Context: an optimization exercise on an open-source flow, tuned for small area, a short achievable clock period and few clock cycles per item. The choices shown serve that exercise and are no tape-out recipe. The RTL was checked by simulation tests, not by an equivalence proof against the original design. Power and IR drop assume default switching activity.

==> design.v <==
`default_nettype none
package erf_pkg;
  localparam int NUM_SOURCES_DEF = 16;
  localparam int OFFSET_BITS_DEF = 24;
  localparam int SLOT_ALIGN   = 8;
  localparam int PREFIX_BYTES = 4;
  localparam int CFG_IDX_W = 3;
  localparam logic [CFG_IDX_W-1:0] CFG_RING_BYTES = 3'd0;
  localparam logic [CFG_IDX_W-1:0] CFG_MIN_SEV    = 3'd1;
  localparam logic [CFG_IDX_W-1:0] CFG_SRC_MASK   = 3'd2;
  localparam logic [CFG_IDX_W-1:0] CFG_MIN_REC    = 3'd3;
  localparam logic [CFG_IDX_W-1:0] CFG_MAX_REC    = 3'd4;
  localparam int CFG_DATA_W = 32;
  localparam logic [23:0] RING_BYTES_RST = 24'd65536;
  localparam logic [7:0]  MIN_SEV_RST    = 8'd0;
  localparam logic [31:0] SRC_MASK_RST   = 32'hFFFF_FFFF;
  localparam logic [15:0] MIN_REC_RST    = 16'd16;
  localparam logic [15:0] MAX_REC_RST    = 16'd4096;
  localparam logic [31:0] SAT32 = 32'hFFFF_FFFF;
  typedef enum logic [2:0] {
    ST_STORED     = 3'd0,
    ST_FILTERED   = 3'd1,
    ST_DROP_FULL  = 3'd2,
    ST_BAD_SIZE   = 3'd3,
    ST_READ_TAKEN = 3'd4
  } erf_status_t;
  typedef enum logic {
    S_IDLE = 1'b0,
    S_EXEC = 1'b1
  } erf_state_t;
  typedef struct packed {
    logic        mode;
    logic [15:0] record_bytes;
    logic [7:0]  source_id;
    logic [7:0]  severity;
    logic [23:0] read_offset;
  } erf_in_t;
  typedef struct packed {
    erf_status_t status;
    logic [23:0] write_offset;
    logic [15:0] length_word;
    logic [16:0] slot_bytes;
    logic        notify;
    logic [31:0] source_drops;
    logic [31:0] total_stored;
  } erf_out_t;
  typedef struct packed {
    logic [23:0] ring_bytes;
    logic [7:0]  sev_thresh;
    logic [31:0] src_enable;
    logic [15:0] min_record_bytes;
    logic [15:0] max_record_bytes;
  } erf_cfg_t;
  typedef struct packed {
    logic store;
    logic drop;
    logic rd_set;
  } erf_ctl_t;
endpackage
`default_nettype wire
`default_nettype none
module erf_ram #(
  parameter int WIDTH = 32,
  parameter int DEPTH = 16,
  parameter int AW    = (DEPTH > 1) ? $clog2(DEPTH) : 1
) (
  input  wire logic             clk,
  input  wire logic             we,
  input  wire logic [AW-1:0]    waddr,
  input  wire logic [WIDTH-1:0] wdata,
  input  wire logic [AW-1:0]    raddr,
  output logic      [WIDTH-1:0] rdata
);
  logic [WIDTH-1:0] mem_r [DEPTH];
  logic [WIDTH-1:0] rdata_r;
  always_ff @(posedge clk) begin
    if (we) begin
      mem_r[waddr] <= wdata;
    end
  end
  always_ff @(posedge clk) begin
    rdata_r <= mem_r[raddr];
  end
  assign rdata = rdata_r;
endmodule
`default_nettype wire
`default_nettype none
module erf_alloc #(
  parameter int NUM_SOURCES = erf_pkg::NUM_SOURCES_DEF,
  parameter int OFFSET_BITS = erf_pkg::OFFSET_BITS_DEF
) (
  input  wire erf_pkg::erf_in_t         item,
  input  wire erf_pkg::erf_cfg_t        cfg,
  input  wire logic [OFFSET_BITS-1:0]   w_idx,
  input  wire logic [OFFSET_BITS-1:0]   r_idx,
  input  wire logic [31:0]              drop_cnt,
  input  wire logic [31:0]              stored_cnt,
  output erf_pkg::erf_out_t             res,
  output erf_pkg::erf_ctl_t             ctl,
  output logic      [OFFSET_BITS-1:0]   w_idx_nxt,
  output logic      [OFFSET_BITS-1:0]   r_idx_nxt,
  output logic      [31:0]              drop_nxt,
  output logic      [31:0]              stored_nxt
);
  localparam int FW  = (OFFSET_BITS > 24) ? OFFSET_BITS : 24;
  localparam int FW1 = FW + 1;
  localparam logic [16:0] SLOT_ADD  = 17'(erf_pkg::PREFIX_BYTES + erf_pkg::SLOT_ALIGN - 1);
  localparam logic [16:0] SLOT_MASK = 17'h1FFFF - 17'(erf_pkg::SLOT_ALIGN - 1);
  logic             src_ok;
  logic             size_bad;
  logic             filt;
  logic [16:0]      slot;
  logic [FW-1:0]    w_x;
  logic [FW-1:0]    r_x;
  logic [FW-1:0]    ring_x;
  logic [FW-1:0]    diff;
  logic [FW-1:0]    free_b;
  logic [FW1-1:0]   need;
  logic [FW1-1:0]   end_pos;
  logic             full;
  logic             wrap;
  logic [OFFSET_BITS-1:0] place;
  logic [31:0]      place32;
  logic [31:0]      roff32;
  logic [31:0]      drop_inc;
  assign src_ok   = item.source_id < 8'(NUM_SOURCES);
  assign size_bad = (item.record_bytes < cfg.min_record_bytes) ||
                    (item.record_bytes > cfg.max_record_bytes);
  assign filt     = !src_ok || (item.severity < cfg.sev_thresh) ||
                    !cfg.src_enable[item.source_id[4:0]];
  assign slot = (17'(item.record_bytes) + SLOT_ADD) & SLOT_MASK;
  assign w_x    = FW'(w_idx);
  assign r_x    = FW'(r_idx);
  assign ring_x = FW'(cfg.ring_bytes);
  assign diff   = w_x - r_x;
  always_comb begin
    if (w_x >= r_x) begin
      free_b = (diff >= ring_x) ? '0 : (ring_x - diff);
    end else begin
      free_b = r_x - w_x;
    end
  end
  assign need    = FW1'(slot) + FW1'(erf_pkg::PREFIX_BYTES);
  assign full    = FW1'(free_b) < need;
  assign end_pos = FW1'(w_x) + FW1'(slot);
  assign wrap    = end_pos > FW1'(ring_x);
  assign place   = wrap ? '0 : w_idx;
  assign place32 = 32'(place);
  assign roff32  = 32'(item.read_offset);
  assign drop_inc = (drop_cnt == erf_pkg::SAT32) ? drop_cnt : drop_cnt + 32'd1;
  always_comb begin
    res        = '0;
    ctl        = '0;
    w_idx_nxt  = w_idx;
    r_idx_nxt  = r_idx;
    drop_nxt   = drop_cnt;
    stored_nxt = stored_cnt;
    priority if (item.mode) begin
      ctl.rd_set = 1'b1;
      r_idx_nxt  = roff32[OFFSET_BITS-1:0];
      res.status = erf_pkg::ST_READ_TAKEN;
    end else if (size_bad) begin
      res.status = erf_pkg::ST_BAD_SIZE;
    end else if (filt) begin
      res.status = erf_pkg::ST_FILTERED;
    end else if (full) begin
      ctl.drop   = 1'b1;
      drop_nxt   = drop_inc;
      res.status = erf_pkg::ST_DROP_FULL;
    end else begin
      ctl.store        = 1'b1;
      res.status       = erf_pkg::ST_STORED;
      res.notify       = (w_idx == r_idx);
      res.write_offset = place32[23:0];
      res.length_word  = item.record_bytes;
      res.slot_bytes   = slot;
      w_idx_nxt        = place + OFFSET_BITS'(slot);
      stored_nxt       = (stored_cnt == erf_pkg::SAT32) ? stored_cnt : stored_cnt + 32'd1;
    end
    if (!item.mode && src_ok) begin
      res.source_drops = drop_nxt;
    end
    res.total_stored = stored_nxt;
  end
endmodule
`default_nettype wire
`default_nettype none
module event_ring_enqueue_filter #(
  parameter int NUM_SOURCES = erf_pkg::NUM_SOURCES_DEF,
  parameter int OFFSET_BITS = erf_pkg::OFFSET_BITS_DEF
) (
  input  wire logic                          clk,
  input  wire logic                          rst_n,
  input  wire logic                          start,
  output logic                               busy,
  input  wire erf_pkg::erf_in_t              in_word,
  output logic                               out_valid,
  output erf_pkg::erf_out_t                  out_word,
  input  wire logic                          cfg_we,
  input  wire logic [erf_pkg::CFG_IDX_W-1:0] cfg_addr,
  input  wire logic [erf_pkg::CFG_DATA_W-1:0] cfg_wdata
);
  localparam int AW = (NUM_SOURCES > 1) ? $clog2(NUM_SOURCES) : 1;
  erf_pkg::erf_state_t             state_r, state_nxt;
  erf_pkg::erf_cfg_t               cfg_r;
  erf_pkg::erf_in_t                item_r;
  logic [OFFSET_BITS-1:0] w_idx_r, r_idx_r;
  logic [31:0]            stored_r;
  logic [NUM_SOURCES-1:0] valid_r;
  logic                   out_valid_r;
  erf_pkg::erf_out_t               out_word_r;
  logic                   accept;
  logic                   exec;
  logic [AW-1:0]          idx_r;
  logic                   src_ok_r;
  logic [31:0]            ram_q;
  logic [31:0]            drop_cnt;
  erf_pkg::erf_out_t               res;
  erf_pkg::erf_ctl_t               ctl;
  logic [OFFSET_BITS-1:0] w_idx_nxt, r_idx_nxt;
  logic [31:0]            drop_nxt, stored_nxt;
  assign accept   = start && !busy;
  assign exec     = (state_r == erf_pkg::S_EXEC);
  assign idx_r    = item_r.source_id[AW-1:0];
  assign src_ok_r = item_r.source_id < 8'(NUM_SOURCES);
  always_ff @(posedge clk) begin
    if (!rst_n) begin
      state_r <= erf_pkg::S_IDLE;
    end else begin
      state_r <= state_nxt;
    end
  end
  always_comb begin
    state_nxt = state_r;
    busy      = 1'b0;
    unique case (state_r)
      erf_pkg::S_IDLE: begin
        if (start) begin
          state_nxt = erf_pkg::S_EXEC;
        end
      end
      erf_pkg::S_EXEC: begin
        busy      = 1'b1;
        state_nxt = erf_pkg::S_IDLE;
      end
      default: state_nxt = erf_pkg::S_IDLE;
    endcase
  end
  always_ff @(posedge clk) begin
    if (!rst_n) begin
      cfg_r.ring_bytes       <= erf_pkg::RING_BYTES_RST;
      cfg_r.sev_thresh       <= erf_pkg::MIN_SEV_RST;
      cfg_r.src_enable       <= erf_pkg::SRC_MASK_RST;
      cfg_r.min_record_bytes <= erf_pkg::MIN_REC_RST;
      cfg_r.max_record_bytes <= erf_pkg::MAX_REC_RST;
    end else if (cfg_we) begin
      unique case (cfg_addr)
        erf_pkg::CFG_RING_BYTES: cfg_r.ring_bytes       <= cfg_wdata[23:0];
        erf_pkg::CFG_MIN_SEV:    cfg_r.sev_thresh       <= cfg_wdata[7:0];
        erf_pkg::CFG_SRC_MASK:   cfg_r.src_enable       <= cfg_wdata[31:0];
        erf_pkg::CFG_MIN_REC:    cfg_r.min_record_bytes <= cfg_wdata[15:0];
        erf_pkg::CFG_MAX_REC:    cfg_r.max_record_bytes <= cfg_wdata[15:0];
        default: ;
      endcase
    end
  end
  always_ff @(posedge clk) begin
    if (accept) begin
      item_r <= in_word;
    end
  end
  erf_ram #(
    .WIDTH (32),
    .DEPTH (NUM_SOURCES),
    .AW    (AW)
  ) u_drop_ram (
    .clk   (clk),
    .we    (exec && ctl.drop),
    .waddr (idx_r),
    .wdata (drop_nxt),
    .raddr (in_word.source_id[AW-1:0]),
    .rdata (ram_q)
  );
  assign drop_cnt = (src_ok_r && valid_r[idx_r]) ? ram_q : 32'd0;
  erf_alloc #(
    .NUM_SOURCES (NUM_SOURCES),
    .OFFSET_BITS (OFFSET_BITS)
  ) u_alloc (
    .item       (item_r),
    .cfg        (cfg_r),
    .w_idx      (w_idx_r),
    .r_idx      (r_idx_r),
    .drop_cnt   (drop_cnt),
    .stored_cnt (stored_r),
    .res        (res),
    .ctl        (ctl),
    .w_idx_nxt  (w_idx_nxt),
    .r_idx_nxt  (r_idx_nxt),
    .drop_nxt   (drop_nxt),
    .stored_nxt (stored_nxt)
  );
  always_ff @(posedge clk) begin
    if (!rst_n) begin
      w_idx_r  <= '0;
      r_idx_r  <= '0;
      stored_r <= '0;
      valid_r  <= '0;
    end else if (exec) begin
      w_idx_r  <= w_idx_nxt;
      r_idx_r  <= r_idx_nxt;
      stored_r <= stored_nxt;
      if (ctl.drop) begin
        valid_r[idx_r] <= 1'b1;
      end
    end
  end
  always_ff @(posedge clk) begin
    if (!rst_n) begin
      out_valid_r <= 1'b0;
    end else begin
      out_valid_r <= exec;
    end
  end
  always_ff @(posedge clk) begin
    if (exec) begin
      out_word_r <= res;
    end
  end
  assign out_valid = out_valid_r;
  assign out_word  = out_word_r;
endmodule
`default_nettype wire
`default_nettype none
module erf_top (
  input  wire logic         clk,
  input  wire logic         rst_n,
  input  wire logic         start,
  output logic              busy,
  input  wire logic [56:0]  in_word,
  output logic              out_valid,
  output logic      [124:0] out_word,
  input  wire logic         cfg_we,
  input  wire logic [2:0]   cfg_addr,
  input  wire logic [31:0]  cfg_wdata
);
  erf_pkg::erf_in_t  in_s;
  erf_pkg::erf_out_t out_s;
  assign in_s     = erf_pkg::erf_in_t'(in_word);
  assign out_word = 125'(out_s);
  event_ring_enqueue_filter u_erf (
    .clk       (clk),
    .rst_n     (rst_n),
    .start     (start),
    .busy      (busy),
    .in_word   (in_s),
    .out_valid (out_valid),
    .out_word  (out_s),
    .cfg_we    (cfg_we),
    .cfg_addr  (cfg_addr),
    .cfg_wdata (cfg_wdata)
  );
endmodule
`default_nettype wire
==> run.sh <==
#!/bin/bash
# synth_recipe.tcl (not shown) runs the flow's synth.tcl, then flattens the netlist and writes it again
# the make line also repeats each setting of config.mk as NAME=value (left out here)
make -C /OpenROAD-flow-scripts/flow DESIGN_CONFIG=/design/flow/config.mk WORK_HOME=/design/flow/orfs CLKGATE_MAP_FILE= SYNTH_SCRIPT=/design/flow/synth_recipe.tcl finish
==> config.mk <==
export PLATFORM = sky130hd
export DESIGN_NAME = erf_top
export DESIGN_NICKNAME = erf_top
export VERILOG_FILES = /design/flow/design.v
export SDC_FILE = /design/flow/constraint.sdc
export NUM_CORES = 4
export LEC_CHECK = 0
export CAP_MARGIN = 20
export CORE_MARGIN = 2
export CORE_UTILIZATION = 40
export SLEW_MARGIN = 20
==> constraint.sdc <==
create_clock -name core_clock -period 9.0 [get_ports {clk}]
set_input_delay 1.8000 -clock core_clock [delete_from_list [all_inputs] [get_ports {clk}]]
set_output_delay 1.8000 -clock core_clock [all_outputs]
set_load 0.01 [all_outputs]
==> reports/metrics.yaml <==
placement:
  dp_hpwl_um: 80100
  routabilityCongestion: 0.946
  dpl.cell_count: 5037
  pre_cts_ws_ns: 0.484
  port_buffers: 215
die:
  rows: 120
  die_height_um: 332
  die_area_sq_um: 111000
  die_x_um: 332
  core_area_sq_um: 107000
  io_pins: 223
  start_util: 0.403
clocking:
  h-tree-depth: 3
  clockRootBuffer: "clkbuf_16"
  clk_latency_ns: 0.69
  clock-sinks: 909
  cts_tree: "built"
  cts_buffers: 97
  clk_pin_slew_ns: 0.06
  ctsHoldBuffers: 0
  cts_buffer_depth: 3
layout:
  synthToLayoutAreaGrowth_pct: 18.0
  final_common_cell: "edfxtp_1"
  final_cells: 5221
  drive_above_1_share: 0.138
  final_cell_mix: "691 x edfxtp_1, 401 x nand2_1, 217 x a21oi_1, 217 x dfxtp_1, 210 x clkdlybuf4s50_1"
  antennaDiodeCount: 0
  final_nets: 4016
  final_util: 0.476
timing:
  worstMarginPinSlew_ns: 1.01
  finClkSkew_ns: 0.0591
  max_clock_freq_ghz: 0.117
  setup_viol: 0
  setup_slack_ns: 0.434
  maxSlewHeadroom: 0.325
  whs_ns: 0.450
  finalWorstPathRequiredPeriod_ns: 8.57
  rsz0062_at_grt: "false"
  hold_viol: 0
  period_share: 0.952
  report.final.slew_viol_count: 0
pwr:
  leakagePower_nw: 16.5
  seqPwrFrac: 0.485
  power_frac_comb: 0.097
  powerDensity_nw_per_um2: 184
  ir_drop_mv: 0.170
  power.internal_w: 0.00713
  swShare: 0.241
  p_switching_w: 0.00226
  finalPower_w: 0.00939
  clkPwrFrac: 0.418
worst_setup_path:
  worstSetupPathType: "flip-flop to flip-flop"
  crit_top_cell: "buf_4"
  r2r_cells: 38
  start_kind: "flip-flop"
  crit_fanout: 17
  path_depth: 38
  crit_family: "compound AO/OA/AOI/OAI gates"
  critPathSlowestCell: "a221oi_1"
  endpoint_kind: "flip-flop"
  critical_path.max_stage_delay_ns: 0.39
  required_ns: 9.34
  path_buf_inv: 6
  r2r_setup_slack_ns: 0.43
  cp.arrival_ns: 8.91
routing:
  firstDrtPassIters: 6
  wl_per_cell_um: 23.1
  routed_wl_um: 121000
  antenna_left: 0
  vias: 29000
  drt_iter0_markers: 2450
  vias_per_cell: 5.56
  drt_drc_violations_left: 0
grt:
  grt_pass1_wl_um: 179000
  grt_usage: 0.215
  grt-ovfl-total: 0
  grt_start_max_net_pins: 74
  antenna_found_initial: 3
  grt_pass1_vias: 28200
yosys:
  synthFlopType: "edfxtp_1"
  yosys-top-cells-area: "edfxtp_1 48%, dfxtp_1 10%, mux4_2 8.9%, ha_1 5.3%, nand2_1 3.5%"
  ys_seq_elements: 909
  synth_cell_types: 84
  synth_edf_count: 691
  yosys_warnings: 3
  syn_area_sq_um: 43200
  syn_area_per_cell_sq_um: 12.4
  synth_top_area_share: 0.481
  synthArstFlopShare: 0
  syn_inst: 3468
  yosysTopAreaCell: "edfxtp_1"
  yosysSeqAreaShare: 0.582
hold_path:
  hold_path.class: "flip-flop to flip-flop"
  hold_depth: 2
job:
  maxCapViolations: 0
run_status:
  status: "no timing/DRC/antenna violations"
-- cell families (layout without fill, tap and decap cells) --
logic type	count (synthesis)	in the layout	synth area share
AO/OA/AOI/OAI	587	587	0.0860
XOR/XNOR	136	136	0.0276
adder cells (fa/ha/maj)	185	185	0.0541
buffers and inverters	361	709	0.0326
flip-flops	909	909	0.582
multiplexers	197	197	0.0955
other	1	3	0.0000869
AND/OR/NAND/NOR	1092	1092	0.122
-- synthesized netlist by cell type, drive strengths merged (10+ instances only) --
| master | count |
|---|---|
| edfxtp | 691 |
| nand2 | 401 |
| a21oi | 220 |
| dfxtp | 218 |
| ha | 182 |
| inv | 179 |
| mux4 | 171 |
| nor2 | 153 |
| nand3 | 144 |
| clkbuf | 135 |
| o21ai | 96 |
| and3 | 82 |
| xnor2 | 82 |
| nor3 | 56 |
| nand4 | 55 |
| xor2 | 54 |
| and2 | 51 |
| buf | 46 |
| a21o | 42 |
| nor4 | 34 |
| nand2b | 32 |
| o31ai | 32 |
| or3 | 31 |
| o21a | 22 |
| mux2i | 19 |
| nor2b | 19 |
| o211ai | 18 |
| a31oi | 15 |
| a211oi | 14 |
| o22ai | 14 |
| a21boi | 11 |
| a311oi | 11 |
| o21bai | 11 |
| or4 | 10 |
-- path summary, 6_finish.rpt --
path | startpoint | end
max | u_erf.w_idx_r[1] | u_erf.u_drop_ram.mem_r[8][13]
max reg2reg | u_erf.w_idx_r[1] | u_erf.u_drop_ram.mem_r[8][13]
min reg2reg | u_erf.valid_r[9] | u_erf.valid_r[9]
min | u_erf.valid_r[9] | u_erf.valid_r[9]
-- final cells by class --
class | instances | area (sq um)
Inverter | 180 | 678
Sequential cell | 909 | 25100
Clock inverter | 55 | 528
Timing Repair Buffer | 347 | 3370
Multi-Input combinational cell | 2200 | 16900
Tap cell | 1403 | 1760
Fill cell | 9583 | 56100
Clock buffer | 127 | 2620
-- registers in the layout (all words and copies together) (netlist names) --
signal and cells:
u_erf.u_drop_ram.mem_r 512, u_erf.out_word_r 122, u_erf.cfg_r 88, u_erf.item_r 57
u_erf.stored_r 32, u_erf.u_drop_ram.rdata_r 32, u_erf.r_idx_r 24, u_erf.w_idx_r 24
u_erf.valid_r 16, u_erf.out_valid_r 1, u_erf.state_r 1
-- metrics by stage --
| stage | setup TNS [ns] | instance area (sq um) |
|---|---|---|
| after global routing | 0 | 50900 |
| after CTS | 0 | 50900 |
| after floorplan | -243.26 | 43200 |
| after global placement | 0 | 47700 |
| final | 0 | 50900 |
| after detailed placement | 0 | 47700 |
-- layer usage --
| layer | part of all wire | up-vias | track usage |
|---|---|---|---|
| met5 | 0 | - | 0 |
| met4 | 0.025 | 0 | 0.0596 |
| met3 | 0.054 | 166 | 0.0361 |
| met2 | 0.49 | 844 | 0.365 |
| met1 | 0.43 | 14500 | 0.284 |
| li1 | - | 13500 | - |
-- worst register-to-register path: cells and delay by family, from the launching register on --
kind,cells,cell delay [ns]
AO/OA/AOI/OAI,22,4.32
buffers and inverters,6,1.07
flip-flops,1,0.33
XOR/XNOR,1,0.24
adder cells (fa/ha/maj),3,0.84
AND/OR/NAND/NOR,6,1.44
-- power groups by stage --
stage | combinational, W | sequential (W) | clock [W]
after floorplan | 0.000567 | 0.00464 | 0
after global placement | 0.000904 | 0.00464 | 0
after detailed placement | 0.000905 | 0.00464 | 0
after CTS | 0.000910 | 0.00455 | 0.00401
after global routing | 0.000997 | 0.00455 | 0.00418
final | 0.000914 | 0.00455 | 0.00393
-- repair_timing --
action | 4_1_cts | 5_1_grt
resized for setup | 0 | 6
setup endpoints to repair | 0 | 22
setup buffers | 0 | 1
Testbench counts, summed over its fixed seeds: cycles 25,608, items 12,800.

## port drivers added, routing unchanged
How much do the figures lean on ideal ports? The routed layout below was timed once more, with nothing changed but the port constraints. Step 1 assumes that a clkbuf_16 drives the clock port and a buf_2 every other input. Step 2 times the ports against the registers' clock, not the clock port: input delays grow and output delays shrink by t, the midpoint of the rising clock arrivals with the driver on. Three values: ideal, step 1, step 2; two values: the first two.
t (ns): 0.726
setup WS [ns]: 0.434 / 0.434 / 0.434
latest minus earliest clock arrival (ns): 0.060 / 0.060
worst slew at a driven data input, ns: 0.10
After both steps setup and hold are still met in this run. The setup slack of this run moves by 0.000 ns with the drivers and by 0.000 ns with both steps.
